This is an optimization exercise on Yosys and OpenROAD, whose aim is small area, not a production implementation. In this exercise RTL edits were held to simulation tests only and were not proved equivalent to the original. Power figures rest on the tool's default switching activity, not on a simulated workload.

Setup of main:
==> flow/design.v (excerpt) <==
module dds_multichannel_avalon #(
   parameter int unsigned N_CH      = 4,
   parameter int unsigned INC_WIDTH = 32,
   parameter int unsigned PHASE_W   = 14,
   parameter int unsigned DWELL_W   = 16,
   parameter int unsigned ADDR_W    = 5
) (
   input  logic                      i_clk,
   input  logic                      i_rst_n,
   input  logic                      chipselect,
   input  logic                      write,
   input  logic                      read,
   input  logic [ADDR_W-1:0]         address,
   input  logic [31:0]               writedata,
   output logic [31:0]               readdata,
   output logic [N_CH*PHASE_W-1:0]   o_phase,
   output logic [N_CH-1:0]           o_valid,
   output logic                      o_irq
);
   localparam int unsigned CH_W = ADDR_W - 3;
   localparam int unsigned IW   = 32;
   localparam int unsigned HW   = 16;
   logic [2:0]      reg_sel;
   logic [CH_W-1:0] ch_sel;
   logic            wr_en, rd_en, cmd_wr;
   logic [N_CH-1:0] hit, commit, clear;
   logic [N_CH-1:0] irq_ch;
   logic [31:0]     rd_val;
   logic [31:0]     rd_ch [N_CH];
   logic init_q;
   assign reg_sel = address[2:0];
   assign ch_sel  = address[ADDR_W-1:3];
   assign wr_en   = chipselect & write;
   assign rd_en   = chipselect & read;
   assign cmd_wr  = wr_en & (reg_sel == 3'd7) & (|hit);
   always_comb begin
      hit    = '0;
      commit = '0;
      clear  = '0;
      for (int k = 0; k < N_CH; k++) begin
         hit[k]    = (ch_sel == CH_W'(k));
         commit[k] = cmd_wr & (writedata[2] | (hit[k] & writedata[0]));
         clear[k]  = cmd_wr & writedata[1] & (writedata[2] | hit[k]);
      end
   end
   always_ff @(posedge i_clk or negedge i_rst_n) begin
      if (!i_rst_n) begin
         init_q   <= 1'b0;
  ...
Settings: LEC_CHECK=0, CAP_MARGIN=20, CORE_MARGIN=2, CORE_UTILIZATION=40, CTS_CLUSTER_DIAMETER=80, CTS_CLUSTER_SIZE=25, SLEW_MARGIN=20; clock period 8.0 ns.
run.sh (not shown) runs the stock make flow with config.mk's settings and CLKGATE_MAP_FILE= SYNTH_SCRIPT=/design/flow/synth_recipe.tcl, a recipe that flattens the netlist after the stock synthesis.
For the feature branch, these inputs were changed with respect to main:
--- a/flow/design.v
+++ b/flow/design.v
@@ -58,70 +58,56 @@
    end
    for (genvar k = 0; k < N_CH; k++) begin : g_ch
       logic [4:0]         ctrl_sh;
       logic [IW-1:0]      inc_sh, ofs_sh, step_sh, lim_sh;
       logic [DWELL_W-1:0] dwell_sh;
       logic               en_q, dir_q, auto_q, irqen_q, stepnz_q;
       logic [IW-1:0]      start_q, ofs_q, lim_q;
       logic [IW-1:0]      sd_q;        
       logic [DWELL_W-1:0] dwell_q;
       logic [HW-1:0]      acc_lo, acc_hi;
       logic               acc_c;
-      logic               kq;          
       logic [PHASE_W-1:0] phase_q;
       logic [IW-1:0]      cur_q;
       logic [DWELL_W-1:0] cnt_q;       
       logic               dwell_st_q;  
       logic               done_q;
       logic               we;
       logic [HW-1:0]      inc_lo, inc_hi, sum_lo, sum_hi, acc_lo_d, acc_hi_d;
       logic               c_lo, c_hi, zero;
-      logic [HW-1:0]      ofs_lo_d;
-      logic [HW:0]        kc;
+      logic               kq;
       logic [PHASE_W-1:0] ph_sum;
       logic               ph_co;
       logic [HW-1:0]      ph_y0;
       logic [HW:0]        ph_t;
       logic [IW-1:0]      nxt;
-      logic               nxt_co, over, tick, cy32;
-      logic [IW-1:0]      cs_s, cs_k;
+      logic               nxt_co, over, tick, cmp_co;
       assign we = wr_en & hit[k];
       assign zero   = clear[k] | ~init_q;
       assign inc_lo = cur_q[HW-1:0] & {HW{en_q}};
       assign inc_hi = cur_q[IW-1:HW] & {HW{en_q}};
       dds_rca #(.W(HW)) u_acc_lo (.a(acc_lo), .b(inc_lo), .ci(1'b0), .s(sum_lo), .co(c_lo));
       dds_rca #(.W(HW)) u_acc_hi (.a(acc_hi), .b(inc_hi), .ci(acc_c), .s(sum_hi), .co(c_hi));
       assign acc_lo_d = sum_lo & {HW{~zero}};
       assign acc_hi_d = sum_hi & {HW{~zero}};
-      assign ofs_lo_d = commit[k] ? ofs_sh[HW-1:0] : ofs_q[HW-1:0];
-      always_comb begin
-         kc[0] = 1'b0;
-         for (int i = 0; i < HW; i++)
-            kc[i+1] = (acc_lo_d[i] & ofs_lo_d[i]) | (acc_lo_d[i] & kc[i]) | (ofs_lo_d[i] & kc[i]);
-      end
+      dds_ctree #(.W(HW)) u_k (.a(acc_lo), .b(ofs_q[HW-1:0]), .ci(1'b0), .co(kq));
       dds_rca #(.W(HW)) u_ph (.a(acc_hi), .b(ofs_q[IW-1:HW]), .ci(acc_c), .s(ph_y0),
                               .co(ph_co));
       always_comb begin
          ph_t[0] = kq;
          for (int i = 0; i < HW; i++) ph_t[i+1] = ph_t[i] & ph_y0[i];
       end
       assign ph_sum = ph_y0[HW-1:2] ^ ph_t[HW-1:2];
       dds_bk #(.W(IW)) u_nxt (.a(cur_q), .b(sd_q), .ci(dir_q), .s(nxt), .co(nxt_co));
-      always_comb begin
-         for (int i = 0; i < IW; i++) begin
-            cs_s[i] = cur_q[i] ^ sd_q[i] ^ ~lim_q[i];
-            cs_k[i] = (cur_q[i] & sd_q[i]) | (cur_q[i] & ~lim_q[i]) | (sd_q[i] & ~lim_q[i]);
-         end
-      end
-      dds_ctree #(.W(IW)) u_ovr (.a(cs_s), .b({cs_k[IW-2:0], dir_q}), .ci(dir_q), .co(cy32));
-      assign over = (dir_q ? (cs_k[IW-1] & cy32) : (cs_k[IW-1] | cy32)) ^ dir_q;
+      dds_ctree #(.W(IW)) u_ovr (.a(nxt), .b(~lim_q), .ci(dir_q), .co(cmp_co));
+      assign over = (nxt_co ^ dir_q) | (cmp_co ^ dir_q);
       assign tick = dwell_st_q & (cnt_q == '0) & stepnz_q;
       always_ff @(posedge i_clk or negedge i_rst_n) begin
          if (!i_rst_n) begin
             ctrl_sh    <= '0;
             en_q       <= 1'b0;
             dwell_st_q <= 1'b0;
             done_q     <= 1'b0;
             phase_q    <= '0;
          end else begin
             if (we && reg_sel == 3'd0) ctrl_sh <= writedata[4:0];
             if (en_q) phase_q <= ph_sum;
@@ -152,23 +138,22 @@
             irqen_q  <= ctrl_sh[4];
             start_q  <= inc_sh;
             ofs_q    <= ofs_sh;
             sd_q     <= step_sh ^ {IW{ctrl_sh[2]}};
             stepnz_q <= |step_sh;
             lim_q    <= lim_sh;
             dwell_q  <= dwell_sh;
          end
          acc_lo <= acc_lo_d;
          acc_hi <= acc_hi_d;
          acc_c  <= c_lo & ~zero;
-         kq     <= kc[HW];
          if (commit[k])         cnt_q <= dwell_sh;
          else if (cnt_q == '0)  cnt_q <= dwell_q;
          else                   cnt_q <= cnt_q - 1'b1;
          if (!init_q)           cur_q <= '0;
          else if (commit[k])    cur_q <= inc_sh;
          else if (tick) begin
             if (!over)          cur_q <= nxt;
             else if (auto_q)    cur_q <= start_q;
             else                cur_q <= lim_q;
          end
       end
Results
Looking at worst setup slack, the feature branch sits above main. Compare main and the feature branch | area of all placed cells without fillers higher: main. Going from main to the feature branch, number of non-clock inverters in the layout shrinks by about 30%. Relative to main, worst hold slack has gone up in the feature branch. Maximum number of pins on one net before global-route repair (the feature branch / main): 1.3. In the flow results for main and the feature branch, the mux share of post-synthesis cell area is smaller on the feature branch. Static leakage for the feature branch: 3.6 nW down relative to main. The feature branch: logic depth of the worst path, buffers included 3 below main.

==> what the ideal ports hide <==
No port has a modelled driver above. Below, the same layouts with a new extraction and two added sets of constraints. Step 1, drivers: a clkbuf_16 drives i_clk and a buf_2 each remaining input, both assumed. Step 2 times the ports against the registers' clock, not the clock port: input delays grow and output delays shrink by t, the midpoint of the rising clock arrivals with the driver on. a / b / c = ideal ports / drivers / drivers and shift; a / b = the first two.
run | t (ns) | slack for setup (ns) | worst hold slack (ns) | clock arrival spread, ns | worst slew at a driven data input, ns
main | 0.861 | 0.265 / 0.265 / 0.265 | 0.437 / 0.437 / 0.437 | 0.049 / 0.049 | 0.07
the feature branch | 0.841 | 0.584 / 0.584 / 0.584 | 0.452 / 0.452 / 0.452 | 0.061 / 0.061 | 0.15
After both steps setup and hold are still met in every run listed.
